This is an optimization exercise on Yosys and OpenROAD, whose aim is small area, a short achievable clock period and few clock cycles per item, not a production implementation. At most, simulation tests tie the RTL to the original design; equivalence was not proved.

## run a
Design mult_iter, start of the top module:
module mult_iter #(
  parameter int WIDTH = 32,
  parameter int DIGIT = 8
) (
  input  logic             clk,
  input  logic             rst_n,
  input  logic             valid_in,
  output logic             ready_out,
  input  logic             sign,
  input  logic [WIDTH-1:0] src_a,
  input  logic [WIDTH-1:0] src_b,
  input  logic             flush,
  output logic             valid_out,
  input  logic             ready_in,
  output logic [WIDTH-1:0] hi,
  output logic [WIDTH-1:0] lo
);
clock: 10.0 ns
lec_check: 0
cap_margin: 20
core_margin: 2
core_utilization: 60
gpl_timing_driven: 1
slew_margin: 20
synth_hierarchical: 1
standard.sh (not shown) runs the stock make flow with config.mk's settings and CLKGATE_MAP_FILE= SYNTH_SCRIPT=/design/flow/synth_recipe.tcl, a recipe that flattens the netlist after the stock synthesis.
==> flow/flow/run.sh <==
#!/bin/bash
# The standard layout, with plain buffers (buf_1) as the port buffers instead
# of the default choice.
set -euo pipefail
bash standard.sh "BUFFER_PORTS_ARGS=-buffer_cell sky130_fd_sc_hd__buf_1" finish > standard_flow.log 2>&1
Inputs modified between run a and run b:
-- flow/config.mk --
<<< run a, line 11
export GPL_TIMING_DRIVEN = 1
>>> run b, line 11
Reported for run b and run a, routing usage on met2 turned out identical to the last digit. Critical path depth of run a is on par with run b. In terms of count of non-CTS inverters in the layout, run b and run a differ only marginally. On total clock sinks, run b and run a are basically level. Re met1 layer usage reported by global route: no difference whatsoever between run b and run a. Run b and run a ended up with nearly the same core utilization.
Function was not checked in any run of this note: the RTL went through the layout flow alone.

* * *

lane 1:
mult_iter, a different RTL version from the one above (not shown whole).
Size in the first run: roughly 360 flip-flops, roughly 38,000 µm² of cells after synthesis.
==> flow/config.mk <==
export PLATFORM = sky130hd
export DESIGN_NAME = mult_iter
export DESIGN_NICKNAME = mult_iter
export VERILOG_FILES = /design/flow/design.v
export SDC_FILE = /design/flow/constraint.sdc
export NUM_CORES = 4
export LEC_CHECK = 0
export CAP_MARGIN = 20
export CORE_MARGIN = 2
export CORE_UTILIZATION = 70
export SLEW_MARGIN = 20
export SYNTH_HIERARCHICAL = 1
==> flow/constraint.sdc <==
create_clock -name core_clock -period 10.0 [get_ports {clk}]
set_input_delay 2.0000 -clock core_clock [delete_from_list [all_inputs] [get_ports {clk}]]
set_output_delay 2.0000 -clock core_clock [all_outputs]
set_load 0.01 [all_outputs]
Scripts as last shown in full above: flow/flow/run.sh
Lane 1 finished end to end and its layout was clean on timing, DRC and antenna.
Testbench counts of lane 1, summed over its fixed seeds: cycles 1,944, items 1,920.
## Diff of input files: lane 2 against lane 1
# lane 1
export LEC_CHECK = 0
export CAP_MARGIN = 20
export CORE_MARGIN = 2
export CORE_UTILIZATION = 70
export SLEW_MARGIN = 20
export SYNTH_HIERARCHICAL = 1
create_clock -name core_clock -period 10.0 [get_ports {clk}]
# lane 2
export LEC_CHECK = 0
export CAP_MARGIN = 20
export CORE_MARGIN = 2
export CORE_UTILIZATION = 60
export SLEW_MARGIN = 20
export SYNTH_HIERARCHICAL = 1
create_clock -name core_clock -period 10.0 [get_ports {clk}]
==> comparison <==
- Lane 2: done, clean on timing, DRC and antenna
- Post-synthesis to final-layout area growth sits higher in lane 2 than in lane 1.
- Relative to lane 1, number of placement rows has increased by 7 in lane 2.
- Sequential share of layout area: lane 2 < lane 1
- For routed wire length, lane 1 and lane 2 come out practically identical.
- Summary of lane 2 over lane 1: number of cells produced by synthesis held steady; largest net degree at the start of global routing grew by 7.
- Fraction of the cycle the final worst path needs, lane 1 and lane 2: lower on lane 2
What lane 3 does differently from lane 2 at the input level:
# lane 2
export LEC_CHECK = 0
export CAP_MARGIN = 20
export CORE_MARGIN = 2
export CORE_UTILIZATION = 60
export SLEW_MARGIN = 20
export SYNTH_HIERARCHICAL = 1
create_clock -name core_clock -period 10.0 [get_ports {clk}]
# lane 3
export LEC_CHECK = 0
export CAP_MARGIN = 0
export CORE_MARGIN = 2
export CORE_UTILIZATION = 60
export SLEW_MARGIN = 0
export SYNTH_HIERARCHICAL = 1
create_clock -name core_clock -period 10.0 [get_ports {clk}]
### Flow results
| row count | lane 2 vs lane 3 | ≈ equal |. Taking lane 2 as the reference, in lane 3 area after synthesis about even; global placement routability congestion about even.
diff inputs: lane 3 => lane 4
# lane 3
export LEC_CHECK = 0
export CAP_MARGIN = 0
export CORE_MARGIN = 2
export CORE_UTILIZATION = 60
export SLEW_MARGIN = 0
export SYNTH_HIERARCHICAL = 1
create_clock -name core_clock -period 10.0 [get_ports {clk}]
# lane 4
export LEC_CHECK = 0
export CAP_MARGIN = 20
export CORE_MARGIN = 2
export CORE_UTILIZATION = 60
export CTS_BUF_LIST = sky130_fd_sc_hd__clkbuf_2 sky130_fd_sc_hd__clkbuf_4
export SLEW_MARGIN = 20
export SYNTH_HIERARCHICAL = 1
create_clock -name core_clock -period 10.0 [get_ports {clk}]
Results
- Going from lane 3 to lane 4, data arrival at the endpoint of the critical path grows by 0.34 ns.
- When lane 4 is measured against lane 3, its first-iteration DRC count turns out 76 higher.
- In lane 4, the final setup slack of the worst path came out 0.017 ns below the value in lane 3.
- Changes observed in lane 4 relative to lane 3: wire length has remained practically unchanged, maximum frequency decreased by 1.0 MHz relative to the old numbers, growth of design area from synthesis to finish went down by 0.38 points, overall die area essentially unchanged.
- A destination of the critical timing path of m_q[113]$_DFFE_PP_ is what lane 4 shows, while m_q[69]$_DFFE_PP_ belongs to lane 3.
[inputs] lane 5 vs lane 4
# lane 4
export LEC_CHECK = 0
export CAP_MARGIN = 20
export CORE_MARGIN = 2
export CORE_UTILIZATION = 60
export CTS_BUF_LIST = sky130_fd_sc_hd__clkbuf_2 sky130_fd_sc_hd__clkbuf_4
export SLEW_MARGIN = 20
export SYNTH_HIERARCHICAL = 1
create_clock -name core_clock -period 10.0 [get_ports {clk}]
# lane 5
export LEC_CHECK = 0
export CAP_MARGIN = 20
export CORE_MARGIN = 2
export CORE_UTILIZATION = 60
export CTS_BUF_LIST = sky130_fd_sc_hd__clkbuf_4 sky130_fd_sc_hd__clkbuf_8
export SLEW_MARGIN = 20
export SYNTH_HIERARCHICAL = 1
create_clock -name core_clock -period 10.0 [get_ports {clk}]
- Against lane 4, lane 5 comes in 0.45% higher on average vias per placed instance.
- HPWL reported at the end of detailed placement came out exactly the same in lane 4 and lane 5.
- Lane 5 vs lane 4: global-route wire length before repair down slightly

* * *

Setup of run 1:
Another version of the RTL of mult_iter (not shown whole).
Size: ~3300 cells after synthesis, roughly 440 flip-flops, about 140 I/O pins, roughly 0.039 mm^2 of cells after synthesis.
// mult_iter
module mult_iter #(
  parameter int WIDTH = 32,
  parameter int DIGIT = 8
) (
  input  logic             clk,
  input  logic             rst_n,
  input  logic             valid_in,
  output logic             ready_out,
  input  logic             sign,
  input  logic [WIDTH-1:0] src_a,
  input  logic [WIDTH-1:0] src_b,
  input  logic             flush,
  output logic             valid_out,
  input  logic             ready_in,
  output logic [WIDTH-1:0] hi,
  output logic [WIDTH-1:0] lo
);
  logic adv_q;                  
  logic rdy_q;                  
  logic v1_q, v2_q;             
  logic vo_q, n2_q;             
  logic en1, acc, pop, inc;
  logic v1_d, v2_d, vo_d, n2_d;
  logic [16:0] e1_q, e2_q, en_q;
  logic [32:0] b1_q;
  logic [16:0] e1_d, e2_d, en_d;
  logic [34:0] xa;
  logic [226:0] m_q, m_d;
  logic [63:0] p_q, px_q;
  logic [63:0] fx, fy, prod;
  logic pp1;
  logic pp2;
  logic pp3;
  logic pp4;
  logic pp5;
  logic pp6;
  logic pp7;
  logic pp8;
  logic pp9;
  logic pp10;
  logic pp11;
  logic pp12;
  logic pp13;
  logic pp14;
  logic pp15;
  logic pp16;
  logic pp17;
  logic pp18;
  logic pp19;
  logic pp20;
  logic pp21;
  logic pp22;
  logic pp23;
  logic pp24;
  logic pp25;
  logic pp26;
  logic pp27;
  logic pp28;
  logic pp29;
  logic pp30;
  logic pp31;
  logic pp32;
  logic pp33;
  logic pp34;
  ...
==> flow/config.mk <==
export PLATFORM = sky130hd
export DESIGN_NAME = mult_iter
export DESIGN_NICKNAME = mult_iter
export VERILOG_FILES = /design/flow/design.v
export SDC_FILE = /design/flow/constraint.sdc
export NUM_CORES = 4
export LEC_CHECK = 0
export CAP_MARGIN = 20
export CORE_MARGIN = 2
export CORE_UTILIZATION = 40
export SLEW_MARGIN = 20
export SYNTH_HIERARCHICAL = 1
==> flow/constraint.sdc <==
create_clock -name core_clock -period 10.0 [get_ports {clk}]
set_input_delay 2.0000 -clock core_clock [delete_from_list [all_inputs] [get_ports {clk}]]
set_output_delay 2.0000 -clock core_clock [all_outputs]
set_load 0.01 [all_outputs]
==> flow/flow/run.sh <==
#!/bin/bash
# The standard layout, with timing repair aiming at a setup slack margin so
# that the resizer works on the paths that set the achieved period.
set -euo pipefail
bash standard.sh SETUP_SLACK_MARGIN=${MARGIN:-6.5} finish > standard_flow.log 2>&1
Input-level comparison between run 2 and run 1:
==> flow/run.sh (new file) <==
#!/bin/bash
# synth_recipe.tcl (not shown) runs the flow's synth.tcl, then flattens the netlist and writes it again
# the make line also repeats each setting of config.mk as NAME=value (left out here)
make -C /OpenROAD-flow-scripts/flow DESIGN_CONFIG=/design/flow/config.mk WORK_HOME=/design/flow/orfs CLKGATE_MAP_FILE= SYNTH_SCRIPT=/design/flow/synth_recipe.tcl finish
removed: flow/flow/run.sh
removed: flow/standard.sh
Findings:
For the fraction of standard cell area in multi-input logic, run 2 came in 0.71 points lower than run 1 did.
Run 2 vs run 1 — post-route minimum period rose 0.36 ns.
Of run 1 and run 2, run 2 shows the lower relative area change from synthesis to final layout, with run 1 above it.
Run 1 → run 2: via count moved down.
[compare] base=run 1 new=run 2: global-route usage about even; number of DRC violations after detailed routing about even.
Diff run 1 -> run 2: per-cell routed wire length went up; maximum number of pins on one net before global-route repair went down; share of the cycle needed by the critical path after routing went up.
No run of this note included a check of the RTL's function; only the layout flow was run.

* * *

== the reference run ==
mult_iter, a different RTL version from the one above (not shown whole).
Size in the first run: roughly 3200 cells after synthesis, ~360 flip-flops, ~39000 µm² of cells after synthesis.
export LEC_CHECK = 0
export CAP_MARGIN = 20
export CORE_MARGIN = 2
export CORE_UTILIZATION = 40
export SLEW_MARGIN = 20
export SYNTH_HIERARCHICAL = 1
create_clock -name core_clock -period 10.0 [get_ports {clk}]
run.sh (not shown) runs the stock make flow with config.mk's settings and CLKGATE_MAP_FILE= SYNTH_SCRIPT=/design/flow/synth_recipe.tcl, a recipe that flattens the netlist after the stock synthesis.
Stock flow here: none of the scripts above is used.
Testbench counts of the reference run, summed over its fixed seeds: cycles 1,944, items 1,920.
[inputs] the trial run vs the reference run
==> flow/flow/run.sh (new file) <==
#!/bin/bash
# The standard layout with two changes: the port buffers are plain buffers
# (buf_2) instead of the default choice, and timing repair aims at a setup
# slack margin so that the resizer works on the paths that set the period.
set -euo pipefail
bash standard.sh SETUP_SLACK_MARGIN=6.5 "BUFFER_PORTS_ARGS=-buffer_cell sky130_fd_sc_hd__buf_2" finish > standard_flow.log 2>&1
==> flow/standard.sh (new file) <==
#!/bin/bash
# synth_recipe.tcl (not shown) runs the flow's synth.tcl, then flattens the netlist and writes it again
# the make line also repeats each setting of config.mk as NAME=value (left out here)
make -C /OpenROAD-flow-scripts/flow DESIGN_CONFIG=/design/flow/config.mk WORK_HOME=/design/flow/orfs CLKGATE_MAP_FILE= SYNTH_SCRIPT=/design/flow/synth_recipe.tcl "${@:-finish}"
removed: flow/run.sh
==> comparison <==
- When the trial run is measured against the reference run, its relative area of clock buffers and inverters in the final design turns out 0.31 points lower.
- Compared with the reference run, in the trial run final area picked up an extra 10%; DRC marker count from the first detailed-route iteration higher.
- The final worst-path cycle share reported for the trial run is smaller than that of the reference run by 3.1 points.

## separate check: timing with driven ports
How much do the figures lean on ideal ports? The routed layouts below were timed once more, with nothing changed but the port constraints.
Step 1 sets driving cells, clkbuf_16 on the clock port and buf_2 on the other inputs (assumed; they add their load-dependent delay and slew).
Step 2 adds t to the input delays and takes it off the output delays; t is the mean of the earliest and latest rising clock arrival at the registers after step 1. Input paths then give back, and output paths get back, about the clock's delay inside the block.
Three values: no drivers, after step 1, after step 2; two values: the first two.
| run | t, ns | setup slack, ns | clock arrival spread, ns | worst register clock-pin slew, ns |
|---|---|---|---|---|
| run a | 0.669 | 5.958 / 5.958 / 5.958 | 0.032 / 0.032 | 0.08 / 0.08 |
| run b | 0.669 | 5.958 / 5.958 / 5.958 | 0.032 / 0.032 | 0.08 / 0.08 |
| lane 1 | 0.669 | 5.913 / 5.913 / 5.913 | 0.033 / 0.033 | 0.07 / 0.07 |
| lane 2 | 0.659 | 6.016 / 6.016 / 6.016 | 0.022 / 0.021 | 0.07 / 0.07 |
| lane 3 | 0.659 | 6.016 / 6.016 / 6.016 | 0.022 / 0.021 | 0.07 / 0.07 |
| lane 4 | 0.998 | 6.000 / 6.000 / 6.000 | 0.098 / 0.098 | 0.09 / 0.09 |
| lane 5 | 0.728 | 6.042 / 6.042 / 6.042 | 0.050 / 0.049 | 0.07 / 0.07 |
| run 1 | 0.687 | 5.381 / 5.381 / 5.381 | 0.016 / 0.016 | 0.07 / 0.07 |
| run 2 | 0.692 | 5.026 / 5.026 / 5.026 | 0.037 / 0.037 | 0.07 / 0.07 |
| the reference run | 0.688 | 5.990 / 5.990 / 5.990 | 0.027 / 0.027 | 0.08 / 0.08 |
| the trial run | 0.683 | 6.298 / 6.298 / 6.298 | 0.024 / 0.024 | 0.07 / 0.07 |
After both steps setup and hold are still met in every run listed.
